What follows belongs to an exercise in optimizing a design on an open flow for small area; a production flow would make more cautious choices.
Where RTL was checked, it was by simulation tests only, not by an equivalence proof against the original.
No activity file was given, so power comes from the tool's default toggle rates.

==> flow/design.v <==
package nn_accel_pkg;
    localparam int XLEN           = 32;
    localparam int WORDS_PER_LINE = 4;
    localparam int LINE_W         = XLEN * WORDS_PER_LINE;    
    localparam int FRAC_BITS      = 16;                       
    localparam int MAX_LAYERS     = 4;
    typedef logic [XLEN-1:0] word_t;
    localparam word_t FX_ONE = word_t'(1) << FRAC_BITS;       
    typedef struct packed {
        word_t spare;
        word_t total_layers;
        word_t weights_base;
        word_t neurons_base;
    } desc_hdr_t;
    typedef union packed {
        word_t [WORDS_PER_LINE-1:0] words;    
        desc_hdr_t                  hdr;      
    } line_u;
    typedef struct packed {
        logic  strobe;    
        logic  rw;        
        word_t addr;      
        word_t wdata;
    } mem_req_t;
    typedef struct packed {
        logic  ready;
        line_u line;      
    } mem_rsp_t;
    typedef struct packed {
        logic  valid;
        logic  first;     
        logic  last;      
        word_t neuron;
        word_t weight;
    } mac_op_t;
endpackage
`timescale 1ns/1ps
module nn_accel (
    input  logic         clk_i,
    input  logic         rst_i,
    input  logic         cmd_strobe_i,
    input  logic [31:0]  cmd_addr_i,
    output logic         mem_req_strobe_o,
    output logic         mem_req_rw_o,
    output logic [31:0]  mem_req_addr_o,
    output logic [31:0]  mem_req_wdata_o,
    input  logic         mem_rsp_ready_i,
    input  logic [127:0] mem_rsp_line_i,
    output logic         done_o,
    output logic [31:0]  class_o
);
    localparam logic [2:0] S_IDLE = 3'd0,    
                           S_SIZE = 3'd1,    
                           S_HDR  = 3'd2,    
                           S_WRD  = 3'd3,    
                           S_STEP = 3'd4,    
                           S_WR   = 3'd5,    
                           S_AMAX = 3'd6,    
                           S_ACMP = 3'd7;    
    logic [2:0]  st_q;
    logic        wait_q;       
    logic        done_q;
    logic [29:0] nb_q;         
    logic [29:0] wp_q;         
    logic [5:0]  sp_q;         
    logic [5:0]  sc_q;         
    logic [5:0]  s2_q;         
    logic [5:0]  s3_q;
    logic [1:0]  nl_q;         
    logic [6:0]  ii_q;         
    logic [5:0]  jj_q;         
    logic [5:0]  bi_q;         
    logic [5:0]  kk_q;         
    logic [31:0] w_q;          
    logic [47:0] r_q;          
    logic        xb_q;         
    logic        lo_q;         
    logic        hi_q;         
    logic        cm_q;         
    logic [1:0]  pp_q;         
    logic [6:0] sp_full;
    logic       bias;
    logic       last_n;
    logic       last_l;
    logic       rdy;
    logic       skip_cmp;
    logic       rd_mode;
    logic       need;
    logic       cap;
    logic       skip_lo;
    logic       mac_end;
    logic       ld;
    logic       cmp_end;
    logic       adv;
    assign sp_full  = {sp_q == 6'd0, sp_q};
    assign bias     = (ii_q == sp_full);
    assign last_n   = (6'(jj_q + 6'd1) == sc_q);
    assign last_l   = (nl_q == 2'd0);
    assign rdy      = mem_rsp_ready_i;
    assign skip_cmp = (jj_q == 6'd0) || r_q[47];
    assign rd_mode  = (st_q == S_STEP) && !bias && !kk_q[5];
    always_comb begin
        case (st_q)
            S_SIZE, S_HDR, S_WRD, S_WR: need = 1'b1;
            S_STEP: need = rd_mode;
            S_AMAX: need = !skip_cmp;
            default: need = 1'b0;
        endcase
    end
    assign cap     = ((st_q == S_STEP) || (st_q == S_ACMP)) && (kk_q != 6'd48) &&
                     (rd_mode ? rdy : !lo_q);
    assign skip_lo = cap && !rd_mode && !xbit;
    assign mac_end = (kk_q == 6'd48) && !lo_q && !hi_q;
    assign ld      = ((st_q == S_WRD) || (st_q == S_AMAX)) && rdy;
    assign cmp_end = (st_q == S_ACMP) && mac_end;
    assign adv     = ((st_q == S_WR) && rdy && !last_l) ||
                     ((st_q == S_AMAX) && skip_cmp) || cmp_end;
    logic [29:0] base;
    logic        use_sp;
    logic [6:0]  off_b;
    logic        cin;
    logic [6:0]  off;
    logic [7:0]  lo;
    logic [29:0] sum;
    always_comb begin
        base   = nb_q;
        use_sp = 1'b0;
        off_b  = 7'd0;
        cin    = 1'b0;
        case (st_q)
            S_SIZE: off_b = 7'd4;
            S_WRD:  begin base = wp_q; cin = wait_q; end
            S_STEP: off_b = ii_q;
            S_WR:   begin use_sp = 1'b1; off_b = wait_q ? 7'd0 : {1'b0, jj_q}; end
            S_AMAX: begin use_sp = 1'b1; off_b = {1'b0, bi_q}; end
            default: ;
        endcase
    end
    assign off = (use_sp ? sp_full : 7'd0) + off_b;
    assign lo  = {1'b0, base[6:0]} + {1'b0, off} + {7'd0, cin};
    assign sum = {base[29:7] + {22'd0, lo[7]}, lo[6:0]};
    logic [1:0]  wsel;
    logic [31:0] ws;           
    logic        xbit;
    assign wsel = (st_q == S_WRD) ? wp_q[1:0] : sum[1:0];
    assign ws   = mem_rsp_line_i[32*wsel +: 32];
    always_comb begin
        if (st_q == S_ACMP) begin
            xbit = kk_q[4] || (kk_q == 6'd32);              
        end else if (bias) begin
            xbit = (kk_q == 6'd16);                          
        end else if (!kk_q[5]) begin
            xbit = ws[kk_q[4:0]];
        end else begin
            xbit = (kk_q == 6'd32) && xb_q;                  
        end
    end
    assign mem_req_strobe_o = need && !wait_q;
    assign mem_req_rw_o     = (st_q == S_WR);
    assign mem_req_addr_o   = {sum, 2'b00};
    assign mem_req_wdata_o  = r_q[47] ? 32'd0 : r_q[47:16];    
    assign done_o           = done_q;
    assign class_o          = {26'd0, bi_q};
    logic        sub;          
    logic [15:0] op_lo;
    logic [15:0] op_hi;
    logic [16:0] s_lo;
    logic [16:0] s_hi;
    logic [16:0] cl;
    logic [16:0] ch;
    logic        near;         
    logic [2:0]  t3;           
    assign sub   = (kk_q == 6'd33);
    assign op_lo = xb_q ? (w_q[15:0] ^ {16{sub}}) : 16'd0;
    assign op_hi = xb_q ? w_q[31:16] : 16'd0;
    always_comb begin
        cl[0] = xb_q && sub;
        ch[0] = cm_q;
        for (int b = 0; b < 16; b++) begin
            s_lo[b]   = r_q[b] ^ op_lo[b] ^ cl[b];
            cl[b + 1] = (r_q[b] & op_lo[b]) | (r_q[b] & cl[b]) | (op_lo[b] & cl[b]);
            s_hi[b]   = r_q[b + 16] ^ op_hi[b] ^ ch[b];
            ch[b + 1] = (r_q[b + 16] & op_hi[b]) | (r_q[b + 16] & ch[b]) | (op_hi[b] & ch[b]);
        end
        s_lo[16] = cl[16];
        s_hi[16] = ch[16];
    end
    assign near = (kk_q <= 6'd16);
    assign t3   = {2'b00, r_q[32]} + {pp_q[1], pp_q} + {2'b00, ch[16]}
                  - {2'b00, xb_q && w_q[31]};
    always_ff @(posedge clk_i) begin
        if (rst_i) begin
            st_q   <= S_IDLE;
            wait_q <= 1'b0;
            done_q <= 1'b0;
            lo_q   <= 1'b0;
            hi_q   <= 1'b0;
        end else begin
            done_q <= 1'b0;
            lo_q   <= cap && !skip_lo;
            hi_q   <= lo_q || skip_lo;
            if (mem_req_strobe_o) begin
                wait_q <= 1'b1;
            end else if (rdy) begin
                wait_q <= 1'b0;
            end
            case (st_q)
                S_IDLE: if (cmd_strobe_i) st_q <= S_SIZE;
                S_SIZE: if (rdy) st_q <= S_HDR;
                S_HDR:  if (rdy) st_q <= S_WRD;
                S_WRD:  if (rdy) st_q <= S_STEP;
                S_STEP: if (mac_end) st_q <= bias ? S_WR : S_WRD;
                S_WR:   if (rdy && last_l) st_q <= S_AMAX;
                S_AMAX: if (rdy) st_q <= S_ACMP;
                default: ;
            endcase
            if (adv) begin
                if (last_n && last_l) begin
                    st_q   <= S_IDLE;
                    done_q <= 1'b1;
                end else begin
                    st_q   <= S_WRD;
                end
            end
        end
    end
    always_ff @(posedge clk_i) begin
        if (st_q == S_IDLE && cmd_strobe_i) begin
            nb_q <= {cmd_addr_i[31:4], 2'b00};    
        end
        if (st_q == S_SIZE && rdy) begin
            sp_q <= mem_rsp_line_i[5:0];
            sc_q <= mem_rsp_line_i[37:32];
            s2_q <= mem_rsp_line_i[69:64];
            s3_q <= mem_rsp_line_i[101:96];
        end
        if (st_q == S_HDR && rdy) begin
            nb_q <= mem_rsp_line_i[31:2];
            wp_q <= mem_rsp_line_i[63:34];
            nl_q <= {mem_rsp_line_i[66], mem_rsp_line_i[64]};
            ii_q <= 7'd0;
            jj_q <= 6'd0;
        end
        if (cap) begin
            xb_q <= xbit;
            kk_q <= kk_q + 6'd1;
        end
        if (lo_q) begin
            r_q[15:0] <= s_lo[15:0];
            cm_q      <= s_lo[16];
        end
        if (skip_lo) begin
            cm_q      <= 1'b0;
        end
        if (hi_q) begin
            r_q  <= {r_q[0], r_q[47:33], near ? t3[0] : r_q[32], s_hi[15:0], r_q[15:1]};
            pp_q <= near ? t3[2:1] : 2'b00;
        end
        if (ld) begin
            w_q       <= ws;
            kk_q      <= 6'd0;
            pp_q      <= 2'b00;
            r_q[15:0] <= 16'd0;
            if (st_q == S_WRD) begin
                wp_q <= sum;
                if (ii_q == 7'd0) begin
                    r_q[47:16] <= 32'd0;
                end
            end
        end
        if (mac_end && st_q == S_STEP && !bias) begin
            ii_q <= ii_q + 7'd1;
        end
        if (st_q == S_AMAX && jj_q == 6'd0) begin
            bi_q <= 6'd0;
        end
        if (cmp_end && !r_q[47] && (r_q[47:16] != 32'd0)) begin
            bi_q <= jj_q;                                     
        end
        if (adv) begin
            ii_q <= 7'd0;
            if (last_n) begin
                jj_q <= 6'd0;
                if (!last_l) begin
                    nb_q <= sum;
                    sp_q <= sc_q;
                    sc_q <= s2_q;
                    s2_q <= s3_q;
                    nl_q <= nl_q - 2'd1;
                end
            end else begin
                jj_q <= jj_q + 6'd1;
            end
        end
    end
endmodule
clock: 12.0 ns
lec_check: 0
cap_margin: 10
core_margin: 2
core_utilization: 40
slew_margin: 10
standard.sh (not shown) runs the stock make flow with config.mk's settings and CLKGATE_MAP_FILE= SYNTH_SCRIPT=/design/flow/synth_recipe.tcl, a recipe that flattens the netlist after the stock synthesis.
==> flow/flow/run.sh <==
#!/bin/bash
# The standard layout, with two changes:
#  - synthesis maps the logic with an area-oriented ABC script (flow/area.abc);
#    every other synthesis step, and so every register, is the standard one
#  - the ports are buffered with the smallest buffer cell
#  - the clock tree uses fewer, larger register clusters
#  - one tie cell drives all the constant outputs
set -euo pipefail
here=$(pwd)
cat > "$here/synth_area.tcl" <<EOT
proc synth {args} { yosys synth -nofsm -noshare {*}\$args }
proc abc {args} {
  set i [lsearch \$args -script]
  set args [lreplace \$args [expr {\$i + 1}] [expr {\$i + 1}] $here/flow/area.abc]
  yosys abc {*}\$args
}
EOT
# the rest is the standard flow's own synthesis script, unchanged
tail -n +2 "$here/synth_recipe.tcl" >> "$here/synth_area.tcl"
export BUFFER_PORTS_ARGS="-buffer_cell sky130_fd_sc_hd__buf_1"
# a few large clusters of registers per clock buffer, no dummy loads
export CTS_ARGS="-sink_clustering_enable -repair_clock_nets -sink_clustering_size 16 -sink_clustering_max_diameter 60 -buf_list sky130_fd_sc_hd__clkbuf_8 -dont_use_dummy_load"
bash standard.sh "SYNTH_SCRIPT=$here/synth_area.tcl" SKIP_REPAIR_TIE_FANOUT=1 finish > "$here/flow_make.log" 2>&1
==> flow/flow/area.abc <==
strash
dc2
dch -f
amap
strash
dc2
dch -f
amap
strash
dch -f
amap -A 10 -F 4
The first run ran to the end with no violations.
Rerun with:
--- a/flow/design.v
+++ b/flow/design.v
@@ -118,28 +118,53 @@
     logic [29:0] base;
     logic        use_sp;
     logic [6:0]  off_b;
     logic        cin;
-    logic [6:0]  off;
     logic [7:0]  lo;
     logic [29:0] sum;
     always_comb begin
         base   = nb_q;
         use_sp = 1'b0;
         off_b  = 7'd0;
         cin    = 1'b0;
         case (st_q)
+            S_IDLE: base = {cmd_addr_i[31:4], 2'b00};    
             S_SIZE: off_b = 7'd4;
             S_WRD:  begin base = wp_q; cin = wait_q; end
             S_STEP: off_b = ii_q;
             S_WR:   begin use_sp = 1'b1; off_b = wait_q ? 7'd0 : {1'b0, jj_q}; end
             S_AMAX: begin use_sp = 1'b1; off_b = {1'b0, bi_q}; end
             default: ;
         endcase
     end
-    assign off = (use_sp ? sp_full : 7'd0) + off_b;
-    assign lo  = {1'b0, base[6:0]} + {1'b0, off} + {7'd0, cin};
-    assign sum = {base[29:7] + {22'd0, lo[7]}, lo[6:0]};
+    logic [6:0]  spo;
+    logic [6:0]  cs_s;         
+    logic [7:0]  cs_c;
+    logic [7:0]  lc;
+    logic [23:0] hc;
+    assign spo = use_sp ? sp_full : 7'd0;
+    always_comb begin
+        cs_c[0] = cin;
+        for (int b = 0; b < 7; b++) begin
+            cs_s[b]     = base[b] ^ spo[b] ^ off_b[b];
+            cs_c[b + 1] = (base[b] & spo[b]) | (base[b] & off_b[b]) | (spo[b] & off_b[b]);
+        end
+        lc[0] = 1'b0;
+        for (int b = 0; b < 7; b++) begin
+            lo[b]     = cs_s[b] ^ cs_c[b] ^ lc[b];
+            lc[b + 1] = (cs_s[b] & cs_c[b]) | (cs_s[b] & lc[b]) | (cs_c[b] & lc[b]);
+        end
+        lo[7] = lc[7] | cs_c[7];    
+        for (int b = 0; b < 23; b++) begin
+            if (b % 6 == 0) begin
+                hc[b] = lo[7];
+                for (int k = 7; k < b + 7; k++) hc[b] = hc[b] & base[k];
+            end
+            sum[b + 7] = base[b + 7] ^ hc[b];
+            hc[b + 1]  = base[b + 7] & hc[b];
+        end
+        sum[6:0] = lo[6:0];
+    end
     logic [1:0]  wsel;
     logic [31:0] ws;           
     logic        xbit;
     assign wsel = (st_q == S_WRD) ? wp_q[1:0] : sum[1:0];
@@ -225,9 +250,9 @@
         end
     end
     always_ff @(posedge clk_i) begin
         if (st_q == S_IDLE && cmd_strobe_i) begin
-            nb_q <= {cmd_addr_i[31:4], 2'b00};    
+            nb_q <= sum;
         end
         if (st_q == S_SIZE && rdy) begin
             sp_q <= mem_rsp_line_i[5:0];
             sc_q <= mem_rsp_line_i[37:32];
Result: Final area falls by 1.2%; die area shrinks by 2.0%; first-iteration DRC count increases by 2.9%; worst setup slack got worse by 0.28 ns; hold slack is better by 0.035 ns; clock power increases by about 3%; clock-buffer cell count increases by 1; power went down by 5.8%; wire length came out higher by 0.91%; cell count drops by 6.9%; critical path depth climbs by 1; global-route usage came out higher by 0.64 points; sequential power went down by about 5%; sequential cell count is unchanged.
The RTL of the first run of this note was laid out without a check of its function.

what the ideal ports hide:
The results above use ideal ports. As a check the final layouts listed here were re-extracted and re-timed, cells and wires unchanged. Step 1 sets driving cells, clkbuf_16 on the clock port and buf_2 on the other inputs (assumed; they add their load-dependent delay and slew). Step 2 adds t to the input delays and takes it off the output delays; t is the mean of the earliest and latest rising clock arrival at the registers after step 1. Input paths then give back, and output paths get back, about the clock's delay inside the block. Three values: no drivers, after step 1, after step 2; two values: the first two.
| run | t, ns | setup WS [ns] | latest minus earliest clock arrival (ns) |
|---|---|---|---|
| the first run | 0.552 | 0.623 / 0.579 / 1.131 | 0.068 / 0.068 |
| the second run | 0.570 | 0.341 / 0.316 / 0.316 | 0.038 / 0.038 |
After both steps every run listed still meets setup and hold. The setup slack of the second run, which loses most, moves by -0.025 ns with the drivers and by -0.025 ns with both steps.
